Source: an optimization exercise on an open RTL-to-GDS flow (aim: a short achievable clock period and few clock cycles). Production flows keep margins and buffers that such runs may drop.
Function was checked by simulation only, so behaviour that the tests miss may differ from the original.
No activity file was given, so power comes from the tool's default toggle rates.

==> flow/design.v <==
`default_nettype none
package lc4_pkg;
   typedef logic [15:0] word_t;
   typedef logic [2:0]  reg_idx_t;
   typedef logic [2:0]  nzp_t;
   localparam word_t PC_RESET = 16'h8200;
   localparam int    NUM_REGS = 8;
   typedef enum logic [3:0] {
      OPC_BR    = 4'b0000,
      OPC_ARITH = 4'b0001,
      OPC_LOGIC = 4'b0101,
      OPC_LDR   = 4'b0110,
      OPC_STR   = 4'b0111,
      OPC_CONST = 4'b1001
   } opcode_e;
   typedef enum logic [2:0] {
      ALU_NONE,
      ALU_ADD,
      ALU_SUB,
      ALU_AND,
      ALU_OR,
      ALU_ADDI,
      ALU_CONST,
      ALU_ADDR
   } alu_op_e;
   typedef enum logic [1:0] {
      STALL_NONE  = 2'd0,
      STALL_FLUSH = 2'd2,
      STALL_LOAD  = 2'd3
   } stall_e;
   typedef enum logic [1:0] {
      BYP_REG,
      BYP_M,
      BYP_W
   } byp_e;
   typedef struct packed {
      reg_idx_t rs;
      logic     rs_re;
      reg_idx_t rt;
      logic     rt_re;
      reg_idx_t rd;
      logic     rd_we;
      logic     nzp_we;
      logic     is_load;
      logic     is_store;
      logic     is_branch;
      alu_op_e  alu_op;
   } ctrl_t;
   localparam ctrl_t CTRL_NOP = '0;
   typedef struct packed {
      word_t  pc;
      word_t  insn;
      ctrl_t  ctrl;
      word_t  rs_data;
      word_t  rt_data;
      stall_e stall;
   } stage_t;
   typedef struct packed {
      word_t    pc;
      word_t    insn;
      stall_e   stall;
      logic     rd_we;
      reg_idx_t rd;
      word_t    rd_data;
      logic     nzp_we;
      nzp_t     nzp;
      logic     dmem_we;
      word_t    dmem_addr;
      word_t    dmem_data;
   } retire_t;
   function automatic nzp_t nzp_of(word_t value);
      nzp_of = (value == 16'd0) ? 3'b010 : (value[15] ? 3'b100 : 3'b001);
   endfunction
   function automatic stage_t make_bubble(stall_e kind);
      stage_t s;
      s           = '0;
      s.ctrl      = CTRL_NOP;
      s.stall     = kind;
      make_bubble = s;
   endfunction
endpackage
`default_nettype wire
`default_nettype none
module lc4_fetch (
   input  wire                 gwe,
   input  wire                 i_rst_n,
   input  wire logic           i_stall,
   input  wire logic           i_redirect,
   input  wire lc4_pkg::word_t i_target,
   input  wire lc4_pkg::word_t i_insn,
   output lc4_pkg::word_t      o_pc,
   output lc4_pkg::word_t      o_d_pc,
   output lc4_pkg::word_t      o_d_insn,
   output logic                o_d_valid
);
   always_ff @(posedge gwe or negedge i_rst_n) begin
      if (!i_rst_n) begin
         o_pc      <= lc4_pkg::PC_RESET;
         o_d_valid <= 1'b0;
      end else if (i_redirect) begin
         o_pc      <= i_target;
         o_d_valid <= 1'b0;
      end else if (!i_stall) begin
         o_pc      <= o_pc + 16'd1;
         o_d_valid <= 1'b1;
      end
   end
   always_ff @(posedge gwe) begin
      if (!i_stall) begin
         o_d_pc   <= o_pc;
         o_d_insn <= i_insn;
      end
   end
endmodule
`default_nettype wire
`default_nettype none
module lc4_decoder (
   input  wire lc4_pkg::word_t i_insn,
   output lc4_pkg::ctrl_t      o_ctrl
);
   lc4_pkg::reg_idx_t   f_rd;
   lc4_pkg::reg_idx_t   f_rs;
   lc4_pkg::reg_idx_t   f_rt;
   logic [2:0] f_sub;
   logic       reg_reg_op;
   assign f_rd  = i_insn[11:9];
   assign f_rs  = i_insn[8:6];
   assign f_rt  = i_insn[2:0];
   assign f_sub = i_insn[5:3];
   always_comb begin
      o_ctrl = lc4_pkg::CTRL_NOP;
      case (i_insn[15:12])
         lc4_pkg::OPC_BR: o_ctrl.is_branch = (i_insn[11:9] != 3'b000);
         lc4_pkg::OPC_ARITH: begin
            if (i_insn[5]) begin
               o_ctrl.alu_op = lc4_pkg::ALU_ADDI;
            end else if (f_sub == 3'b000) begin
               o_ctrl.alu_op = lc4_pkg::ALU_ADD;
            end else if (f_sub == 3'b010) begin
               o_ctrl.alu_op = lc4_pkg::ALU_SUB;
            end
         end
         lc4_pkg::OPC_LOGIC: begin
            if (f_sub == 3'b000) begin
               o_ctrl.alu_op = lc4_pkg::ALU_AND;
            end else if (f_sub == 3'b010) begin
               o_ctrl.alu_op = lc4_pkg::ALU_OR;
            end
         end
         lc4_pkg::OPC_LDR: begin
            o_ctrl.alu_op  = lc4_pkg::ALU_ADDR;
            o_ctrl.is_load = 1'b1;
         end
         lc4_pkg::OPC_STR: begin
            o_ctrl.alu_op   = lc4_pkg::ALU_ADDR;
            o_ctrl.is_store = 1'b1;
         end
         lc4_pkg::OPC_CONST: o_ctrl.alu_op = lc4_pkg::ALU_CONST;
         default: o_ctrl = lc4_pkg::CTRL_NOP;
      endcase
      reg_reg_op = (o_ctrl.alu_op == lc4_pkg::ALU_ADD) || (o_ctrl.alu_op == lc4_pkg::ALU_SUB) ||
                   (o_ctrl.alu_op == lc4_pkg::ALU_AND) || (o_ctrl.alu_op == lc4_pkg::ALU_OR);
      if (o_ctrl.alu_op != lc4_pkg::ALU_NONE) begin
         o_ctrl.rs     = f_rs;
         o_ctrl.rs_re  = (o_ctrl.alu_op != lc4_pkg::ALU_CONST);
         o_ctrl.rt     = o_ctrl.is_store ? f_rd : f_rt;
         o_ctrl.rt_re  = reg_reg_op || o_ctrl.is_store;
         o_ctrl.rd     = f_rd;
         o_ctrl.rd_we  = !o_ctrl.is_store;
         o_ctrl.nzp_we = !o_ctrl.is_store;
      end
   end
endmodule
`default_nettype wire
`default_nettype none
module lc4_regfile (
   input  wire                    gwe,
   input  wire                    i_rst_n,
   input  wire lc4_pkg::reg_idx_t i_rs,
   input  wire lc4_pkg::reg_idx_t i_rt,
   input  wire lc4_pkg::reg_idx_t i_rd,
   input  wire logic              i_rd_we,
   input  wire lc4_pkg::word_t    i_wdata,
   output lc4_pkg::word_t         o_rs_data,
   output lc4_pkg::word_t         o_rt_data
);
   lc4_pkg::word_t regs [lc4_pkg::NUM_REGS];
   always_ff @(posedge gwe or negedge i_rst_n) begin
      if (!i_rst_n) begin
         for (int i = 0; i < lc4_pkg::NUM_REGS; i++) begin
            regs[i] <= '0;
         end
      end else if (i_rd_we) begin
         regs[i_rd] <= i_wdata;
      end
   end
   assign o_rs_data = (i_rd_we && i_rd == i_rs) ? i_wdata : regs[i_rs];
   assign o_rt_data = (i_rd_we && i_rd == i_rt) ? i_wdata : regs[i_rt];
endmodule
`default_nettype wire
`default_nettype none
module lc4_hazard_ctrl (
   input  wire lc4_pkg::ctrl_t  i_d_ctrl,
   input  wire logic            i_d_valid,
   input  wire lc4_pkg::stage_t i_x,
   input  wire lc4_pkg::ctrl_t  i_m_ctrl,
   input  wire lc4_pkg::ctrl_t  i_w_ctrl,
   input  wire logic            i_redirect,
   output logic                 o_stall_d,
   output logic                 o_flush,
   output lc4_pkg::byp_e        o_rs_sel,
   output lc4_pkg::byp_e        o_rt_sel,
   output lc4_pkg::byp_e        o_st_sel
);
   lc4_pkg::ctrl_t x_ctrl;
   logic  load_use;
   function automatic lc4_pkg::byp_e pick_src(lc4_pkg::reg_idx_t r, logic re, lc4_pkg::ctrl_t m, lc4_pkg::ctrl_t w);
      if (re && m.rd_we && m.rd == r) begin
         pick_src = lc4_pkg::BYP_M;
      end else if (re && w.rd_we && w.rd == r) begin
         pick_src = lc4_pkg::BYP_W;
      end else begin
         pick_src = lc4_pkg::BYP_REG;
      end
   endfunction
   assign x_ctrl = i_x.ctrl;
   always_comb begin
      load_use = 1'b0;
      if (x_ctrl.is_load && x_ctrl.rd_we) begin
         load_use = (i_d_ctrl.rs_re && i_d_ctrl.rs == x_ctrl.rd) ||
                    (i_d_ctrl.rt_re && i_d_ctrl.rt == x_ctrl.rd && !i_d_ctrl.is_store) ||
                    i_d_ctrl.is_branch;
      end
   end
   assign o_stall_d = i_d_valid && load_use;
   assign o_flush = i_redirect || !i_d_valid;
   assign o_rs_sel = pick_src(x_ctrl.rs, x_ctrl.rs_re, i_m_ctrl, i_w_ctrl);
   assign o_rt_sel = pick_src(x_ctrl.rt, x_ctrl.rt_re, i_m_ctrl, i_w_ctrl);
   assign o_st_sel = (i_m_ctrl.is_store && i_w_ctrl.rd_we && i_w_ctrl.rd == i_m_ctrl.rt) ?
                     lc4_pkg::BYP_W : lc4_pkg::BYP_REG;
endmodule
`default_nettype wire
`default_nettype none
module lc4_execute (
   input  wire                  gwe,
   input  wire                  i_rst_n,
   input  wire lc4_pkg::stage_t i_x,
   input  wire lc4_pkg::byp_e   i_rs_sel,
   input  wire lc4_pkg::byp_e   i_rt_sel,
   input  wire lc4_pkg::word_t  i_m_result,
   input  wire lc4_pkg::word_t  i_w_result,
   input  wire logic            i_w_nzp_we,
   input  wire logic            i_m_nzp_we,
   output lc4_pkg::stage_t      o_result,
   output logic                 o_redirect,
   output lc4_pkg::word_t       o_target
);
   lc4_pkg::word_t rs_val;
   lc4_pkg::word_t rt_val;
   lc4_pkg::word_t alu_out;
   lc4_pkg::word_t imm5;
   lc4_pkg::word_t imm6;
   lc4_pkg::word_t imm9;
   lc4_pkg::nzp_t  nzp_q;
   lc4_pkg::nzp_t  nzp_cur;
   function automatic lc4_pkg::word_t bypass(lc4_pkg::byp_e sel, lc4_pkg::word_t reg_val, lc4_pkg::word_t m_val, lc4_pkg::word_t w_val);
      case (sel)
         lc4_pkg::BYP_M:   bypass = m_val;
         lc4_pkg::BYP_W:   bypass = w_val;
         default: bypass = reg_val;
      endcase
   endfunction
   assign imm5 = {{11{i_x.insn[4]}}, i_x.insn[4:0]};
   assign imm6 = {{10{i_x.insn[5]}}, i_x.insn[5:0]};
   assign imm9 = {{7{i_x.insn[8]}}, i_x.insn[8:0]};
   assign rs_val = bypass(i_rs_sel, i_x.rs_data, i_m_result, i_w_result);
   assign rt_val = bypass(i_rt_sel, i_x.rt_data, i_m_result, i_w_result);
   always_comb begin
      case (i_x.ctrl.alu_op)
         lc4_pkg::ALU_ADD:   alu_out = rs_val + rt_val;
         lc4_pkg::ALU_SUB:   alu_out = rs_val - rt_val;
         lc4_pkg::ALU_AND:   alu_out = rs_val & rt_val;
         lc4_pkg::ALU_OR:    alu_out = rs_val | rt_val;
         lc4_pkg::ALU_ADDI:  alu_out = rs_val + imm5;
         lc4_pkg::ALU_CONST: alu_out = imm9;
         lc4_pkg::ALU_ADDR:  alu_out = rs_val + imm6;
         default:   alu_out = '0;
      endcase
   end
   always_ff @(posedge gwe or negedge i_rst_n) begin
      if (!i_rst_n) begin
         nzp_q <= 3'b000;
      end else if (i_w_nzp_we) begin
         nzp_q <= lc4_pkg::nzp_of(i_w_result);
      end
   end
   assign nzp_cur = i_m_nzp_we ? lc4_pkg::nzp_of(i_m_result) :
                    i_w_nzp_we ? lc4_pkg::nzp_of(i_w_result) : nzp_q;
   assign o_target   = i_x.pc + 16'd1 + imm9;
   assign o_redirect = i_x.ctrl.is_branch && |(i_x.insn[11:9] & nzp_cur);
   always_comb begin
      o_result         = i_x;
      o_result.rs_data = alu_out;
      o_result.rt_data = rt_val;
   end
endmodule
`default_nettype wire
`default_nettype none
module lc4_mem_wb (
   input  wire                  gwe,
   input  wire                  i_rst_n,
   input  wire lc4_pkg::stage_t i_m_in,
   input  wire lc4_pkg::byp_e   i_st_sel,
   input  wire lc4_pkg::word_t  i_dmem_rdata,
   output lc4_pkg::word_t       o_dmem_addr,
   output lc4_pkg::word_t       o_dmem_towrite,
   output logic                 o_dmem_we,
   output lc4_pkg::ctrl_t       o_m_ctrl,
   output lc4_pkg::ctrl_t       o_w_ctrl,
   output lc4_pkg::word_t       o_m_result,
   output lc4_pkg::word_t       o_w_result,
   output lc4_pkg::retire_t     o_retire
);
   lc4_pkg::stage_t m_q;
   lc4_pkg::stage_t m_out;
   lc4_pkg::stage_t w_q;
   lc4_pkg::word_t  w_load_data;
   lc4_pkg::word_t  st_data;
   logic   w_mem_op;
   assign st_data = (i_st_sel == lc4_pkg::BYP_W) ? o_w_result : m_q.rt_data;
   always_comb begin
      m_out         = m_q;
      m_out.rt_data = st_data;
   end
   always_ff @(posedge gwe or negedge i_rst_n) begin
      if (!i_rst_n) begin
         m_q <= lc4_pkg::make_bubble(lc4_pkg::STALL_FLUSH);
         w_q <= lc4_pkg::make_bubble(lc4_pkg::STALL_FLUSH);
      end else begin
         m_q <= i_m_in;
         w_q <= m_out;
      end
   end
   always_ff @(posedge gwe) begin
      w_load_data <= i_dmem_rdata;
   end
   assign o_dmem_addr    = m_q.rs_data;
   assign o_dmem_we      = m_q.ctrl.is_store;
   assign o_dmem_towrite = m_q.ctrl.is_store ? st_data : '0;
   assign o_m_ctrl   = m_q.ctrl;
   assign o_m_result = m_q.rs_data;
   assign o_w_ctrl   = w_q.ctrl;
   assign o_w_result = w_q.ctrl.is_load ? w_load_data : w_q.rs_data;
   assign w_mem_op = w_q.ctrl.is_load || w_q.ctrl.is_store;
   always_comb begin
      o_retire.pc        = w_q.pc;
      o_retire.insn      = w_q.insn;
      o_retire.stall     = w_q.stall;
      o_retire.rd_we     = w_q.ctrl.rd_we;
      o_retire.rd        = w_q.ctrl.rd;
      o_retire.rd_data   = o_w_result;
      o_retire.nzp_we    = w_q.ctrl.nzp_we;
      o_retire.nzp       = lc4_pkg::nzp_of(o_w_result);
      o_retire.dmem_we   = w_q.ctrl.is_store;
      o_retire.dmem_addr = w_mem_op ? w_q.rs_data : '0;
      o_retire.dmem_data = w_q.ctrl.is_store ? w_q.rt_data :
                           (w_q.ctrl.is_load ? w_load_data : '0);
   end
endmodule
`default_nettype wire
`default_nettype none
module lc4_pipeline (
   input  wire         gwe,
   input  wire         i_rst_n,
   output logic [15:0] o_cur_pc,
   input  wire  [15:0] i_cur_insn,
   output logic [15:0] o_dmem_addr,
   input  wire  [15:0] i_cur_dmem_data,
   output logic        o_dmem_we,
   output logic [15:0] o_dmem_towrite,
   output logic [15:0] o_retire_pc,
   output logic [15:0] o_retire_insn,
   output logic [1:0]  o_retire_stall,
   output logic        o_retire_rd_we,
   output logic [2:0]  o_retire_rd,
   output logic [15:0] o_retire_rd_data,
   output logic        o_retire_nzp_we,
   output logic [2:0]  o_retire_nzp,
   output logic        o_retire_dmem_we,
   output logic [15:0] o_retire_dmem_addr,
   output logic [15:0] o_retire_dmem_data
);
   lc4_pkg::retire_t o_retire;
   assign o_retire_pc        = o_retire.pc;
   assign o_retire_insn      = o_retire.insn;
   assign o_retire_stall     = o_retire.stall;
   assign o_retire_rd_we     = o_retire.rd_we;
   assign o_retire_rd        = o_retire.rd;
   assign o_retire_rd_data   = o_retire.rd_data;
   assign o_retire_nzp_we    = o_retire.nzp_we;
   assign o_retire_nzp       = o_retire.nzp;
   assign o_retire_dmem_we   = o_retire.dmem_we;
   assign o_retire_dmem_addr = o_retire.dmem_addr;
   assign o_retire_dmem_data = o_retire.dmem_data;
   lc4_pkg::word_t  d_pc;
   lc4_pkg::word_t  d_insn;
   logic   d_valid;
   lc4_pkg::ctrl_t  d_ctrl;
   lc4_pkg::word_t  d_rs_data;
   lc4_pkg::word_t  d_rt_data;
   lc4_pkg::stage_t x_q;
   lc4_pkg::stage_t x_result;
   logic   stall_d;
   logic   flush;
   logic   redirect;
   lc4_pkg::word_t  target;
   lc4_pkg::byp_e   rs_sel;
   lc4_pkg::byp_e   rt_sel;
   lc4_pkg::byp_e   st_sel;
   lc4_pkg::ctrl_t  m_ctrl;
   lc4_pkg::ctrl_t  w_ctrl;
   lc4_pkg::word_t  m_result;
   lc4_pkg::word_t  w_result;
   lc4_fetch i_fetch (
      .gwe(gwe), .i_rst_n(i_rst_n), .i_stall(stall_d), .i_redirect(redirect),
      .i_target(target), .i_insn(i_cur_insn), .o_pc(o_cur_pc),
      .o_d_pc(d_pc), .o_d_insn(d_insn), .o_d_valid(d_valid)
   );
   lc4_decoder i_decoder (.i_insn(d_insn), .o_ctrl(d_ctrl));
   lc4_regfile i_regfile (
      .gwe(gwe), .i_rst_n(i_rst_n), .i_rs(d_ctrl.rs), .i_rt(d_ctrl.rt),
      .i_rd(w_ctrl.rd), .i_rd_we(w_ctrl.rd_we), .i_wdata(w_result),
      .o_rs_data(d_rs_data), .o_rt_data(d_rt_data)
   );
   lc4_hazard_ctrl i_hazard_ctrl (
      .i_d_ctrl(d_ctrl), .i_d_valid(d_valid), .i_x(x_q), .i_m_ctrl(m_ctrl),
      .i_w_ctrl(w_ctrl), .i_redirect(redirect), .o_stall_d(stall_d), .o_flush(flush),
      .o_rs_sel(rs_sel), .o_rt_sel(rt_sel), .o_st_sel(st_sel)
   );
   always_ff @(posedge gwe or negedge i_rst_n) begin
      if (!i_rst_n) begin
         x_q <= lc4_pkg::make_bubble(lc4_pkg::STALL_FLUSH);
      end else if (flush) begin
         x_q <= lc4_pkg::make_bubble(lc4_pkg::STALL_FLUSH);
      end else if (stall_d) begin
         x_q <= lc4_pkg::make_bubble(lc4_pkg::STALL_LOAD);
      end else begin
         x_q.pc      <= d_pc;
         x_q.insn    <= d_insn;
         x_q.ctrl    <= d_ctrl;
         x_q.rs_data <= d_rs_data;
         x_q.rt_data <= d_rt_data;
         x_q.stall   <= lc4_pkg::STALL_NONE;
      end
   end
   lc4_execute i_execute (
      .gwe(gwe), .i_rst_n(i_rst_n), .i_x(x_q), .i_rs_sel(rs_sel), .i_rt_sel(rt_sel),
      .i_m_result(m_result), .i_w_result(w_result), .i_w_nzp_we(w_ctrl.nzp_we),
      .i_m_nzp_we(m_ctrl.nzp_we), .o_result(x_result), .o_redirect(redirect),
      .o_target(target)
   );
   lc4_mem_wb i_mem_wb (
      .gwe(gwe), .i_rst_n(i_rst_n), .i_m_in(x_result), .i_st_sel(st_sel),
      .i_dmem_rdata(i_cur_dmem_data), .o_dmem_addr(o_dmem_addr),
      .o_dmem_towrite(o_dmem_towrite), .o_dmem_we(o_dmem_we), .o_m_ctrl(m_ctrl),
      .o_w_ctrl(w_ctrl), .o_m_result(m_result), .o_w_result(w_result),
      .o_retire(o_retire)
   );
endmodule
`default_nettype wire
==> flow/run.sh <==
#!/bin/bash
# synth_recipe.tcl (not shown) runs the flow's synth.tcl, then flattens the netlist and writes it again
# the make line also repeats each setting of config.mk as NAME=value (left out here)
make -C /OpenROAD-flow-scripts/flow DESIGN_CONFIG=/design/flow/config.mk WORK_HOME=/design/flow/orfs CLKGATE_MAP_FILE= SYNTH_SCRIPT=/design/flow/synth_recipe.tcl finish
==> flow/config.mk <==
export PLATFORM = sky130hd
export DESIGN_NAME = lc4_pipeline
export DESIGN_NICKNAME = lc4_pipeline
export VERILOG_FILES = /design/flow/design.v
export SDC_FILE = /design/flow/constraint.sdc
export NUM_CORES = 4
export LEC_CHECK = 0
export CAP_MARGIN = 20
export CORE_MARGIN = 2
export CORE_UTILIZATION = 40
export SLEW_MARGIN = 20
==> flow/constraint.sdc <==
create_clock -name core_clock -period 6.5 [get_ports {gwe}]
set_input_delay 1.3000 -clock core_clock [delete_from_list [all_inputs] [get_ports {gwe}]]
set_output_delay 1.3000 -clock core_clock [all_outputs]
set_load 0.01 [all_outputs]
==> impl_metrics.xml <==
<?xml version="1.0" encoding="UTF-8"?>
<metrics>
  <group name="floorplanning">
    <metric name="dieArea" unit="um2">53100</metric>
    <metric name="io-pin-count" unit="">174</metric>
    <metric name="rows" unit="">82</metric>
    <metric name="die-height" unit="um">230</metric>
    <metric name="floorplan.core_area" unit="um2">50400</metric>
    <metric name="initial_utilization" unit="">0.407</metric>
    <metric name="die_x" unit="um">230</metric>
  </group>
  <group name="synth">
    <metric name="synthesis.area_per_instance" unit="um2">9.90</metric>
    <metric name="synth_top_area_share" unit="">0.457</metric>
    <metric name="synthArstFlopShare" unit="">0.888</metric>
    <metric name="synth-seq-cells" unit="">427</metric>
    <metric name="yosys_warnings" unit="">8</metric>
    <metric name="postSynthCellCount" unit="">2070</metric>
    <metric name="synth.net_count" unit="">2138</metric>
    <metric name="synth.lib_cells_used.distinct" unit="">93</metric>
    <metric name="yosysTopAreaCell" unit="">dfrtp_1</metric>
    <metric name="synth.cell_area" unit="um2">20500</metric>
    <metric name="post_synth_main_area_contributors" unit="">dfrtp_1 46%, edfxtp_1 4.7%, nand2_1 4.1%, o21ai_0 4.0%, a21oi_1 4.0%</metric>
    <metric name="synth_enable_flop_cells" unit="">32</metric>
    <metric name="synth-seq-area-share" unit="">0.526</metric>
    <metric name="yosys_most_used_dff" unit="">dfrtp_1</metric>
  </group>
  <group name="clock_tree">
    <metric name="clkSinkCount" unit="">427</metric>
    <metric name="post-cts-setup-buffer-count" unit="">0</metric>
    <metric name="cts-hold-fix-buffers" unit="">0</metric>
    <metric name="post_cts_repair_resize_count" unit="">0</metric>
    <metric name="clock_latency" unit="ns">0.58</metric>
    <metric name="clk_transition_reported_paths" unit="ns">0.06</metric>
    <metric name="tritoncts" unit="">yes</metric>
    <metric name="clock_tree.buffer_depth" unit="">3</metric>
    <metric name="clock_tree.root_cell" unit="">clkbuf_16</metric>
    <metric name="ctsHtreeMaxLevel" unit="">2</metric>
    <metric name="cts_buffer_count" unit="">46</metric>
  </group>
  <group name="critical_path">
    <metric name="cp.buffers_inverters" unit="">1</metric>
    <metric name="critical_path.slowest_cell" unit="">dfrtp_1</metric>
    <metric name="max_stage_delay" unit="ns">0.82</metric>
    <metric name="worst_setup_path_start_kind" unit="">register</metric>
    <metric name="setup.worst_path.end_class" unit="">register</metric>
    <metric name="cp_data_arrival_time" unit="ns">6.11</metric>
    <metric name="crit_type" unit="">register to register</metric>
    <metric name="critical_path.top_delay_family" unit="">simple AND/OR/NAND/NOR gates</metric>
    <metric name="worstPathCellList" unit="">xor2_1 &gt; nor4_4 &gt; buf_4 &gt; mux2i_1 &gt; nor2_1 &gt; a21oi_1 &gt; ha_1 &gt; o2111ai_1 &gt; nor2_1 &gt; nand2b_1 &gt; xnor2_1 &gt; a22oi_1 &gt; ha_1 &gt; or3_1 &gt; o21ai_0 &gt; a211oi_1 &gt; o21ai_0 &gt; a21boi_0 &gt; or3_1 &gt; a31o_1</metric>
    <metric name="critical_path_required" unit="ns">6.97</metric>
    <metric name="timing.critical_path.fanout_max" unit="">19</metric>
  </group>
  <group name="drt">
    <metric name="drt_first_iter_violations" unit="">1770</metric>
    <metric name="routed_via_density" unit="">5.65</metric>
    <metric name="drt_wl_total" unit="um">65500</metric>
    <metric name="number_of_drc_violations_after_detailed_routing" unit="">0</metric>
    <metric name="via_count" unit="">16100</metric>
    <metric name="post_drt_wl_per_cell" unit="um">22.9</metric>
    <metric name="route.antenna.remaining_nets" unit="">0</metric>
    <metric name="drt_pass1_iterations" unit="">9</metric>
  </group>
  <group name="cells_and_area">
    <metric name="layout_common_cells" unit="">374 x dfrtp_1, 226 x nand2_1, 172 x clkdlybuf4s50_1, 164 x o21ai_0, 163 x a21oi_1</metric>
    <metric name="filler_cells" unit="">4616</metric>
    <metric name="nets" unit="">2221</metric>
    <metric name="instances_no_fill" unit="">2857</metric>
    <metric name="layout.cells.most_common" unit="">dfrtp_1</metric>
    <metric name="drive_gt1_frac" unit="">0.0856</metric>
    <metric name="postLayoutCellArea" unit="um2">24100</metric>
    <metric name="area_delta_synth_final" unit="%">17.7</metric>
  </group>
  <group name="power">
    <metric name="static-leakage-power" unit="nW">10.0</metric>
    <metric name="irDropWorstVdd" unit="mV">0.195</metric>
    <metric name="power_per_cell_area" unit="nW/um2">414</metric>
  </group>
  <group name="grt">
    <metric name="grt_use_total" unit="">0.245</metric>
    <metric name="pin_count_of_the_biggest_net_entering_global_routing" unit="">124</metric>
    <metric name="grt_first_pass_wirelength" unit="um">99000</metric>
    <metric name="grt_pass1_vias" unit="">15900</metric>
    <metric name="grt_antenna_before_repair" unit="">2</metric>
    <metric name="grt.overflow.total" unit="">0</metric>
  </group>
  <group name="place">
    <metric name="place_inst" unit="">2776</metric>
    <metric name="detailedPlacementHpwl" unit="um">44900</metric>
    <metric name="gpl.final_weighted_congestion" unit="">0.950</metric>
    <metric name="dpl_cell_area" unit="um2">22600</metric>
    <metric name="port_buffers" unit="">173</metric>
  </group>
  <group name="sta">
    <metric name="timing_hold_violations_final" unit="">0</metric>
    <metric name="achievable-frequency" unit="MHz">177</metric>
    <metric name="timing_max_transition_violations_final" unit="">0</metric>
    <metric name="worst_hold_slack" unit="ns">0.344</metric>
    <metric name="setup_viol" unit="">0</metric>
    <metric name="layout_worst_path_cycle_share" unit="">0.868</metric>
    <metric name="tightestPinTransition" unit="ns">1.16</metric>
    <metric name="unrepaired_setup_endpoints_after_global_routing" unit="">no</metric>
    <metric name="worst_clock_skew" unit="ns">0.0162</metric>
    <metric name="fin_tns_setup" unit="ns">0</metric>
    <metric name="slew_headroom" unit="">0.225</metric>
    <metric name="finalWorstPathRequiredPeriod" unit="ns">5.64</metric>
  </group>
  <group name="run_status">
    <metric name="outcome" unit="">timing/DRC/antenna clean</metric>
  </group>
  <group name="hold_path">
    <metric name="hp-class" unit="">register to register</metric>
  </group>
  <group name="flow_run">
    <metric name="cap_viol_max_count" unit="">0</metric>
  </group>
</metrics>
-- layer usage --
| metal | track usage | up-vias | wire length [um] |
|---|---|---|---|
| li1 | - | 7422 | - |
| met1 | 0.336 | 7950 | 28200 |
| met2 | 0.391 | 641 | 30600 |
| met3 | 0.0417 | 120 | 4550 |
| met4 | 0.0933 | 2 | 2160 |
| met5 | 0 | - | 13 |
-- flip-flops by register name, indices dropped and copies added, names as in the netlist --
name                  flops
i_execute.nzp_q           3
i_fetch.o_d_insn         16
i_fetch.o_d_pc           16
i_fetch.o_d_valid         1
i_fetch.o_pc             16
i_mem_wb.m_q             75
i_mem_wb.w_load_data     16
i_mem_wb.w_q             72
i_regfile.regs          128
x_q                      84
-- path summary, 6_finish.rpt --
path	from	endpoint	slack, ns	cells after the start
worst max-delay path	i_mem_wb.w_q[44]	i_mem_wb.m_q[30]	0.86	20
worst min-delay path	i_mem_wb.m_q[54]	i_mem_wb.w_q[54]	0.34	0
worst max register to register	i_mem_wb.w_q[44]	i_mem_wb.m_q[30]	0.86	20
worst min register to register	i_mem_wb.m_q[54]	i_mem_wb.w_q[54]	0.34	0
max in group asynchronous	i_rst_n	i_mem_wb.w_q[1]	4.48	2
min in group asynchronous	i_rst_n	x_q[80]	0.79	1
-- through the flow --
| step | total power, W | utilization | worst slack [ns] |
|---|---|---|---|
| after detailed placement | 0.00734 | 0.448 | 0.899 |
| after global placement | 0.00728 | 0.448 | 1.02 |
| after global routing | 0.0105 | 0.479 | 0.420 |
| final | 0.00999 | 0.479 | 0.858 |
| after CTS | 0.0100 | 0.478 | 0.892 |
| after floorplan | 0.00602 | - | 1.72 |
-- area by class of cell --
class	count	area [um2]	share of cell area
Antenna cell	1	2.50	0.000104
Timing Repair Buffer	218	2100	0.0872
Clock inverter	8	134	0.00555
Inverter	65	244	0.0101
Tap cell	672	841	0.0349
Clock buffer	71	1380	0.0572
Sequential cell	427	10800	0.447
Multi-Input combinational cell	1395	8640	0.358
-- cells in the mapped netlist (26+ instances only) --
cell type,number
buf_4,60
and2_1,58
mux2i_1,26
xor2_1,39
a22oi_1,68
and3_1,34
nand2_1,226
dfrtp_1,374
a21oi_1,164
nand3_1,30
nor2_1,159
inv_1,63
ha_1,32
o21ai_0,165
clkbuf_1,98
edfxtp_1,32
nand4_1,33
xnor2_1,32
-- worst reg2reg max path, delay by kind of cell (launching register included) --
kind / cells / cell delay, ns
AOI/OAI and AO/OA: 8 / 1.59
xor gates and xnor gates: 2 / 0.41
adders and majority gates: 2 / 0.60
buffers and inverters: 1 / 0.25
DFF: 1 / 0.82
muxes: 1 / 0.26
and+or+nand+nor: 6 / 1.60
-- cells by family (layout without fill, tap and decap cells) --
logic type | Yosys count | after routing | synth area share
buf+inv | 248 | 362 | 0.0583
xor+xnor | 74 | 74 | 0.0327
fa+ha+maj | 34 | 34 | 0.0215
simple gates | 663 | 663 | 0.161
mux | 32 | 32 | 0.0165
flops | 427 | 427 | 0.526
other cells | 0 | 1 | 0
compound gates | 592 | 592 | 0.185
-- power by group --
group / internal, W / switching, W
Clock: 0.00158 / 0.00107
Combinational: 0.00140 / 0.00193
Sequential: 0.00344 / 0.000570
Testbench counts, summed over its fixed seeds: cycles 29,498.

## re-timing with driven ports
No port has a modelled driver above. Below, the same layout with a new extraction and two added sets of constraints. Step 1 sets driving cells, clkbuf_16 on the clock port and buf_2 on the other inputs (assumed; they add their load-dependent delay and slew). Step 2 moves the port delays by t, midway between the first and last clock arrival at a register: inputs arrive t later, outputs are due t later. That takes back most of the time a late clock gives input paths. Three values: ideal, step 1, step 2; two values: the first two.
shift t [ns]: 0.629
slack for setup (ns): 0.858 / 0.858 / 0.858
worst hold slack (ns): 0.344 / 0.344 / 0.344
slew at the worst register clock pin (ns): 0.06 / 0.06
worst slew at a driven data input, ns: 0.07
After both steps setup and hold are still met in this run. For this run, drivers alone change the setup slack by 0.000 ns; drivers and shift together by 0.000 ns.
